Background: an optimization exercise with open tools, aiming at small area and few clock cycles per item. Do not read the settings as production practice.
Function was checked by simulation only, so behaviour that the tests miss may differ from the original.

==> inputs of v26 <==
==> flow/design.v (excerpt) <==
module ibfu_pipe
#(
  parameter int W     = bfu_pkg::W_DEF,
  parameter int FRAC  = bfu_pkg::FRAC_DEF,
  parameter int SCALE = 1
) (
  input  logic         clk,
  input  logic         rst,
  input  logic         in_valid,
  output logic         in_ready,
  input  logic [W-1:0] a_r_in,
  input  logic [W-1:0] a_i_in,
  input  logic [W-1:0] b_r_in,
  input  logic [W-1:0] b_i_in,
  input  logic [W-1:0] tw_r,
  input  logic [W-1:0] tw_i,
  output logic         out_valid,
  input  logic         out_ready,
  output logic [W-1:0] a_r_out,
  output logic [W-1:0] a_i_out,
  output logic [W-1:0] b_r_out,
  output logic [W-1:0] b_i_out,
  output logic         ovf
);
export LEC_CHECK = 0
export ABC_AREA = 1
export CAP_MARGIN = 5
export CORE_MARGIN = 2
export CORE_UTILIZATION = 65
export CTS_BUF_LIST = sky130_fd_sc_hd__clkbuf_8
export PLACE_DENSITY = 0.75
export SLEW_MARGIN = 5
export SYNTH_HIERARCHICAL = 1
create_clock -name core_clock -period 10.0 [get_ports {clk}]
standard.sh (not shown) runs the stock make flow with config.mk's settings and CLKGATE_MAP_FILE= SYNTH_SCRIPT=/design/flow/synth_recipe.tcl, a recipe that flattens the netlist after the stock synthesis.
==> flow/flow/run.sh <==
#!/bin/bash
# The standard layout flow, with the port buffers made from the smallest
# buffer cell (sky130_fd_sc_hd__buf_1) instead of the one buffer_ports picks.
set -e
export BUFFER_PORTS_ARGS="-buffer_cell sky130_fd_sc_hd__buf_1"
cp standard.sh standard_sh.log
bash standard.sh > standard_flow.log 2>&1
==> v15 (differences from v26) <==
==> flow/run.sh (new file) <==
#!/bin/bash
# synth_recipe.tcl (not shown) runs the flow's synth.tcl, then flattens the netlist and writes it again
# the make line also repeats each setting of config.mk as NAME=value (left out here)
make -C /OpenROAD-flow-scripts/flow DESIGN_CONFIG=/design/flow/config.mk WORK_HOME=/design/flow/orfs CLKGATE_MAP_FILE= SYNTH_SCRIPT=/design/flow/synth_recipe.tcl finish
removed: flow/flow/run.sh
removed: flow/standard.sh
==> comparison <==
Die area is the same in v15 and v26.
v26 completed without violations. v15 passed the timing, design-rule and antenna checks.
In v15 the count of clock-buffer cells in the layout is lower than in v26, by 3.
In first-iteration DRC count, v15 and v26 do not differ.
In v26 the register-to-register slack is lower than in v15, by 0.27 ns.
Flip-flop and latch count is the same in v26 and v15.
==> figures <==
|  | v26 | v15 |
|---|---|---|
| Status | finished clean | finished clean |
| PnR worst setup slack | 0.3278 ns | 0.5952 ns |
| Minimum setup slack among reg-to-reg paths | 0.33 ns | 0.60 ns |
| Timing-limited maximum frequency | 103.4 MHz | 106.3 MHz |
| DP Wirelength | 261.3 mm | 272.3 mm |
| Worst setup skew after layout | 0.1093 ns | 0.09616 ns |
| Routed via count | 70,110 | 70,250 |
| Pre-CTS WS | 0.3409 ns | 0.09594 ns |
| Startpoint of the most critical register-to-register path | w_r_q[18] | d_i_q[25] |
| Met1 track demand over resource | 0.5670 | 0.5861 |
| Cell at the slowest stage of the critical path | sky130_fd_sc_hd__edfxtp_1 | sky130_fd_sc_hd__xnor2_2 |
| Layout Utilization | 0.6834 | 0.6996 |
| Share of the final layout cell area in multi-input gates | 0.7744 | 0.7565 |
| Clock-cell share of area | 0.01780 | 0.01694 |
Testbench counts of v26, summed over its fixed seeds: cycles 12,016, items 12,000.
Testbench counts of v15, summed over its fixed seeds: cycles 12,016, items 12,000.

---

==> run F <==
Another version of the RTL of ibfu_pipe (not shown whole).
Design ibfu_pipe, start of the top module:
module ibfu_pipe
#(
  parameter int W     = bfu_pkg::W_DEF,
  parameter int FRAC  = bfu_pkg::FRAC_DEF,
  parameter int SCALE = 1
) (
  input  logic         clk,
  input  logic         rst,
  input  logic         in_valid,
  output logic         in_ready,
  input  logic [W-1:0] a_r_in,
  input  logic [W-1:0] a_i_in,
  input  logic [W-1:0] b_r_in,
  input  logic [W-1:0] b_i_in,
  input  logic [W-1:0] tw_r,
  input  logic [W-1:0] tw_i,
  output logic         out_valid,
  input  logic         out_ready,
  output logic [W-1:0] a_r_out,
  output logic [W-1:0] a_i_out,
  output logic [W-1:0] b_r_out,
  output logic [W-1:0] b_i_out,
  output logic         ovf
);
==> flow/config.mk <==
export PLATFORM = sky130hd
export DESIGN_NAME = ibfu_pipe
export DESIGN_NICKNAME = ibfu_pipe
export VERILOG_FILES = /design/flow/design.v
export SDC_FILE = /design/flow/constraint.sdc
export NUM_CORES = 4
export LEC_CHECK = 0
export ABC_AREA = 1
export CAP_MARGIN = 10
export CORE_MARGIN = 2
export CORE_UTILIZATION = 65
export CTS_BUF_LIST = sky130_fd_sc_hd__clkbuf_8
export CTS_CLUSTER_DIAMETER = 100
export CTS_CLUSTER_SIZE = 15
export GPL_ROUTABILITY_DRIVEN = 0
export GPL_TIMING_DRIVEN = 0
export PLACE_DENSITY = 0.75
export SLEW_MARGIN = 10
export SYNTH_HIERARCHICAL = 1
==> flow/constraint.sdc <==
create_clock -name core_clock -period 10.0 [get_ports {clk}]
set_input_delay 2.0000 -clock core_clock [delete_from_list [all_inputs] [get_ports {clk}]]
set_output_delay 2.0000 -clock core_clock [all_outputs]
set_load 0.01 [all_outputs]
==> flow/flow/run.sh <==
#!/bin/bash
# The standard layout flow, with the port buffers made from the smallest
# buffer cell (sky130_fd_sc_hd__buf_1) instead of the one buffer_ports picks.
set -e
export BUFFER_PORTS_ARGS="-buffer_cell sky130_fd_sc_hd__buf_1"
cp standard.sh standard_sh.log
bash standard.sh > standard_flow.log 2>&1
==> run E: changes against run F <==
- CAP_MARGIN: 10 -> 5
- CORE_UTILIZATION: 65 -> 70
- GPL_ROUTABILITY_DRIVEN: 0 -> unset
- GPL_TIMING_DRIVEN: 0 -> unset
- PLACE_DENSITY: 0.75 -> 0.8
- SLEW_MARGIN: 10 -> 5
==> notes <==
Sequential cell count is the same in run F and run E.
Against run F, the sequential share of layout area of run E is higher by 0.27 points.
Synthesized area is the same in run F and run E.
Critical path depth: run E is lower than run F (6).
Between run E and run F, the lower die area is in run E (gap about 7%, measured against run F).
Run F finished clean. Run E completed and failed the layout checks on max-capacitance violations, max-slew violations.
Between run E and run F, the lower core utilization is in run F (gap 3.7 points).
Worst setup slack: run F is worse than run E (0.39 ns).
Routed wire length: run F is smaller than run E (about 4%).
Synthesized cell count is the same in run E and run F.
Testbench counts of run F, summed over its fixed seeds: cycles 12,016, items 12,000.
Testbench counts of run E, summed over its fixed seeds: cycles 12,016, items 12,000.

---

==> v31: inputs <==
Another version of the RTL of ibfu_pipe (not shown whole).
export LEC_CHECK = 0
export ABC_AREA = 1
export CAP_MARGIN = 20
export CORE_MARGIN = 2
export CORE_UTILIZATION = 40
export SLEW_MARGIN = 20
export SYNTH_HIERARCHICAL = 1
create_clock -name core_clock -period 10.0 [get_ports {clk}]
run.sh (not shown) runs the stock make flow with config.mk's settings and CLKGATE_MAP_FILE= SYNTH_SCRIPT=/design/flow/synth_recipe.tcl, a recipe that flattens the netlist after the stock synthesis.
Stock flow here: none of the scripts above is used.
==> v37: changes against v31 <==
--- a/flow/design.v
+++ b/flow/design.v
@@ -33,77 +33,14 @@
   input  logic b,
   output logic s,
   output logic co
 );
   assign s  = a ^ b;
   assign co = a & b;
 endmodule
-module cs_add33 (
-  input  logic [32:0] a,
-  input  logic [32:0] b,
-  input  logic ci,
-  output logic [32:0] s
-);
-  wire [16:0] c;
-  wire [32:16] s0, s1;
-  wire [33:16] c0, c1;
-  assign c[0] = ci;
-  bfa_cell u_l0 (.a(a[0]), .b(b[0]), .c(c[0]), .s(s[0]), .co(c[1]));
-  bfa_cell u_l1 (.a(a[1]), .b(b[1]), .c(c[1]), .s(s[1]), .co(c[2]));
-  bfa_cell u_l2 (.a(a[2]), .b(b[2]), .c(c[2]), .s(s[2]), .co(c[3]));
-  bfa_cell u_l3 (.a(a[3]), .b(b[3]), .c(c[3]), .s(s[3]), .co(c[4]));
-  bfa_cell u_l4 (.a(a[4]), .b(b[4]), .c(c[4]), .s(s[4]), .co(c[5]));
-  bfa_cell u_l5 (.a(a[5]), .b(b[5]), .c(c[5]), .s(s[5]), .co(c[6]));
-  bfa_cell u_l6 (.a(a[6]), .b(b[6]), .c(c[6]), .s(s[6]), .co(c[7]));
-  bfa_cell u_l7 (.a(a[7]), .b(b[7]), .c(c[7]), .s(s[7]), .co(c[8]));
-  bfa_cell u_l8 (.a(a[8]), .b(b[8]), .c(c[8]), .s(s[8]), .co(c[9]));
-  bfa_cell u_l9 (.a(a[9]), .b(b[9]), .c(c[9]), .s(s[9]), .co(c[10]));
-  bfa_cell u_l10 (.a(a[10]), .b(b[10]), .c(c[10]), .s(s[10]), .co(c[11]));
-  bfa_cell u_l11 (.a(a[11]), .b(b[11]), .c(c[11]), .s(s[11]), .co(c[12]));
-  bfa_cell u_l12 (.a(a[12]), .b(b[12]), .c(c[12]), .s(s[12]), .co(c[13]));
-  bfa_cell u_l13 (.a(a[13]), .b(b[13]), .c(c[13]), .s(s[13]), .co(c[14]));
-  bfa_cell u_l14 (.a(a[14]), .b(b[14]), .c(c[14]), .s(s[14]), .co(c[15]));
-  bfa_cell u_l15 (.a(a[15]), .b(b[15]), .c(c[15]), .s(s[15]), .co(c[16]));
-  bha_cell u_h0_16 (.a(a[16]), .b(b[16]), .s(s0[16]), .co(c0[17]));
-  assign s1[16] = ~(a[16] ^ b[16]);
-  assign c1[17] = a[16] | b[16];
-  bfa_cell u_h0_17 (.a(a[17]), .b(b[17]), .c(c0[17]), .s(s0[17]), .co(c0[18]));
-  bfa_cell u_h1_17 (.a(a[17]), .b(b[17]), .c(c1[17]), .s(s1[17]), .co(c1[18]));
-  bfa_cell u_h0_18 (.a(a[18]), .b(b[18]), .c(c0[18]), .s(s0[18]), .co(c0[19]));
-  bfa_cell u_h1_18 (.a(a[18]), .b(b[18]), .c(c1[18]), .s(s1[18]), .co(c1[19]));
-  bfa_cell u_h0_19 (.a(a[19]), .b(b[19]), .c(c0[19]), .s(s0[19]), .co(c0[20]));
-  bfa_cell u_h1_19 (.a(a[19]), .b(b[19]), .c(c1[19]), .s(s1[19]), .co(c1[20]));
-  bfa_cell u_h0_20 (.a(a[20]), .b(b[20]), .c(c0[20]), .s(s0[20]), .co(c0[21]));
-  bfa_cell u_h1_20 (.a(a[20]), .b(b[20]), .c(c1[20]), .s(s1[20]), .co(c1[21]));
-  bfa_cell u_h0_21 (.a(a[21]), .b(b[21]), .c(c0[21]), .s(s0[21]), .co(c0[22]));
-  bfa_cell u_h1_21 (.a(a[21]), .b(b[21]), .c(c1[21]), .s(s1[21]), .co(c1[22]));
-  bfa_cell u_h0_22 (.a(a[22]), .b(b[22]), .c(c0[22]), .s(s0[22]), .co(c0[23]));
-  bfa_cell u_h1_22 (.a(a[22]), .b(b[22]), .c(c1[22]), .s(s1[22]), .co(c1[23]));
-  bfa_cell u_h0_23 (.a(a[23]), .b(b[23]), .c(c0[23]), .s(s0[23]), .co(c0[24]));
-  bfa_cell u_h1_23 (.a(a[23]), .b(b[23]), .c(c1[23]), .s(s1[23]), .co(c1[24]));
-  bfa_cell u_h0_24 (.a(a[24]), .b(b[24]), .c(c0[24]), .s(s0[24]), .co(c0[25]));
-  bfa_cell u_h1_24 (.a(a[24]), .b(b[24]), .c(c1[24]), .s(s1[24]), .co(c1[25]));
-  bfa_cell u_h0_25 (.a(a[25]), .b(b[25]), .c(c0[25]), .s(s0[25]), .co(c0[26]));
-  bfa_cell u_h1_25 (.a(a[25]), .b(b[25]), .c(c1[25]), .s(s1[25]), .co(c1[26]));
-  bfa_cell u_h0_26 (.a(a[26]), .b(b[26]), .c(c0[26]), .s(s0[26]), .co(c0[27]));
-  bfa_cell u_h1_26 (.a(a[26]), .b(b[26]), .c(c1[26]), .s(s1[26]), .co(c1[27]));
-  bfa_cell u_h0_27 (.a(a[27]), .b(b[27]), .c(c0[27]), .s(s0[27]), .co(c0[28]));
-  bfa_cell u_h1_27 (.a(a[27]), .b(b[27]), .c(c1[27]), .s(s1[27]), .co(c1[28]));
-  bfa_cell u_h0_28 (.a(a[28]), .b(b[28]), .c(c0[28]), .s(s0[28]), .co(c0[29]));
-  bfa_cell u_h1_28 (.a(a[28]), .b(b[28]), .c(c1[28]), .s(s1[28]), .co(c1[29]));
-  bfa_cell u_h0_29 (.a(a[29]), .b(b[29]), .c(c0[29]), .s(s0[29]), .co(c0[30]));
-  bfa_cell u_h1_29 (.a(a[29]), .b(b[29]), .c(c1[29]), .s(s1[29]), .co(c1[30]));
-  bfa_cell u_h0_30 (.a(a[30]), .b(b[30]), .c(c0[30]), .s(s0[30]), .co(c0[31]));
-  bfa_cell u_h1_30 (.a(a[30]), .b(b[30]), .c(c1[30]), .s(s1[30]), .co(c1[31]));
-  bfa_cell u_h0_31 (.a(a[31]), .b(b[31]), .c(c0[31]), .s(s0[31]), .co(c0[32]));
-  bfa_cell u_h1_31 (.a(a[31]), .b(b[31]), .c(c1[31]), .s(s1[31]), .co(c1[32]));
-  bfa_cell u_h0_32 (.a(a[32]), .b(b[32]), .c(c0[32]), .s(s0[32]), .co(c0[33]));
-  bfa_cell u_h1_32 (.a(a[32]), .b(b[32]), .c(c1[32]), .s(s1[32]), .co(c1[33]));
-  assign s[32:16] = c[16] ? s1 : s0;
-endmodule
 module bk_add33 (
   input  logic [32:0] a,
   input  logic [32:0] b,
   input  logic ci,
   output logic [32:0] s
 );
   wire [32:0] p = a ^ b;
@@ -5799,21 +5736,21 @@
   logic         v1_q, v2_q, ovf_q;
   logic [W-1:0] a1_r_q, a1_i_q, d_r_q, d_i_q, w_r_q;
   logic [W:0]   sd_q, sw_q, dw_q;
   logic [W-1:0] a2_r_q, a2_i_q, b_r_q, b_i_q;
   assign adv2     = ~v2_q | out_ready;
   assign adv1     = ~v1_q | adv2;
   assign in_ready = adv1;
-  cs_add33 u_sum_r (.a({a_r_in[W-1], a_r_in}), .b({b_r_in[W-1], b_r_in}),    .ci(1'b0), .s(sum_r));
-  cs_add33 u_sum_i (.a({a_i_in[W-1], a_i_in}), .b({b_i_in[W-1], b_i_in}),    .ci(1'b0), .s(sum_i));
+  bk_add33 u_sum_r (.a({a_r_in[W-1], a_r_in}), .b({b_r_in[W-1], b_r_in}),    .ci(1'b0), .s(sum_r));
+  bk_add33 u_sum_i (.a({a_i_in[W-1], a_i_in}), .b({b_i_in[W-1], b_i_in}),    .ci(1'b0), .s(sum_i));
   bk_add33 u_dif_r (.a({a_r_in[W-1], a_r_in}), .b(~{b_r_in[W-1], b_r_in}),   .ci(1'b1), .s(dif_r));
   bk_add33 u_dif_i (.a({a_i_in[W-1], a_i_in}), .b(~{b_i_in[W-1], b_i_in}),   .ci(1'b1), .s(dif_i));
   bk_add33 u_sd    (.a({dif_r[W], dif_r[W:1]}), .b({dif_i[W], dif_i[W:1]}), .ci(1'b0), .s(sd));
-  cs_add33 u_sw    (.a({tw_r[W-1], tw_r}),     .b({tw_i[W-1], tw_i}),       .ci(1'b0), .s(sw));
-  cs_add33 u_dw    (.a({tw_r[W-1], tw_r}),     .b(~{tw_i[W-1], tw_i}),      .ci(1'b1), .s(dw));
+  bk_add33 u_sw    (.a({tw_r[W-1], tw_r}),     .b({tw_i[W-1], tw_i}),       .ci(1'b0), .s(sw));
+  bk_add33 u_dw    (.a({tw_r[W-1], tw_r}),     .b(~{tw_i[W-1], tw_i}),      .ci(1'b1), .s(dw));
   always_ff @(posedge clk) begin
     if (adv1) begin
       a1_r_q <= sum_r[W:1];
       a1_i_q <= sum_i[W:1];
       d_r_q  <= dif_r[W:1];
       d_i_q  <= dif_i[W:1];
       w_r_q  <= tw_r;
==> summary.log <==
INFO  timing         max_freq=108MHz
INFO  logic_synthesis syn_area_per_cell=10.6µm²
INFO  cells_and_area multi_input_comb_area=0.0732mm²
INFO  timing         max-slew-margin-rel=15.3%
INFO  global_routing grt_pass1_vias=74300
INFO  cells_and_area num-nonclk-inverters=680
INFO  timing         final.min_clock_period=9250ps
INFO  setup_path     path_buf_inv=3
INFO  floorplan      floorplan.die_area=0.231mm²
INFO  run_status     status=complete, no violations
INFO  routing        route.detailed.vias_per_inst=6.02
INFO  setup_path     critPathArrivalTime=9850ps
(the above is from v37)
==> summary.log <==
INFO  run_status     status=complete, no violations
INFO  timing         final.min_clock_period=9310ps
INFO  routing        route.detailed.vias_per_inst=6.04
INFO  setup_path     critPathArrivalTime=9920ps
INFO  global_routing grt_pass1_vias=72900
INFO  cells_and_area num-nonclk-inverters=522
INFO  setup_path     path_buf_inv=4
INFO  timing         max_freq=107MHz
INFO  cells_and_area multi_input_comb_area=0.0728mm²
(the above is from v31)
Testbench counts of v31, summed over its fixed seeds: cycles 12,016, items 12,000.
Testbench counts of v37, summed over its fixed seeds: cycles 12,016, items 12,000.

-- port drivers added, routing unchanged --
How much do the figures lean on ideal ports? The routed layouts below were timed once more, with nothing changed but the port constraints.
Step 1 (the two cells are an assumption about what drives the block):
set clk [get_ports {clk}]
set_driving_cell -lib_cell sky130_fd_sc_hd__clkbuf_16 $clk
set_driving_cell -lib_cell sky130_fd_sc_hd__buf_2 [delete_from_list [all_inputs] $clk]
Step 2 moves the port delays by t, midway between the first and last clock arrival at a register: inputs arrive t later, outputs are due t later. That takes back most of the time a late clock gives input paths.
a / b / c = no drivers / after step 1 / after step 2; a / b = the first two.
run | t, ns | setup WS [ns] | worst hold slack (ns) | worst setup path at the end
v26 | 0.871 | 0.328 / 0.328 / 0.285 | 0.412 / 0.412 / 0.412 | input to register
v15 | 0.877 | 0.595 / 0.595 / 0.131 | 0.378 / 0.378 / 0.378 | input to register
run F | 0.833 | 0.603 / 0.603 / -0.003 | 0.360 / 0.360 / 0.360 | input to register
run E | 0.800 | 0.997 / 1.060 / 0.260 | 0.414 / 0.414 / 0.414 | input to register
v31 | 0.803 | 0.694 / 0.694 / 0.160 | 0.419 / 0.419 / 0.419 | input to register
v37 | 0.825 | 0.748 / 0.748 / 0.748 | 0.409 / 0.409 / 0.409 | register to register
Met with ideal ports but missed after step 2: setup timing in run F. The setup slack of run E, which loses most, moves by +0.063 ns with the drivers and by -0.737 ns with both steps.
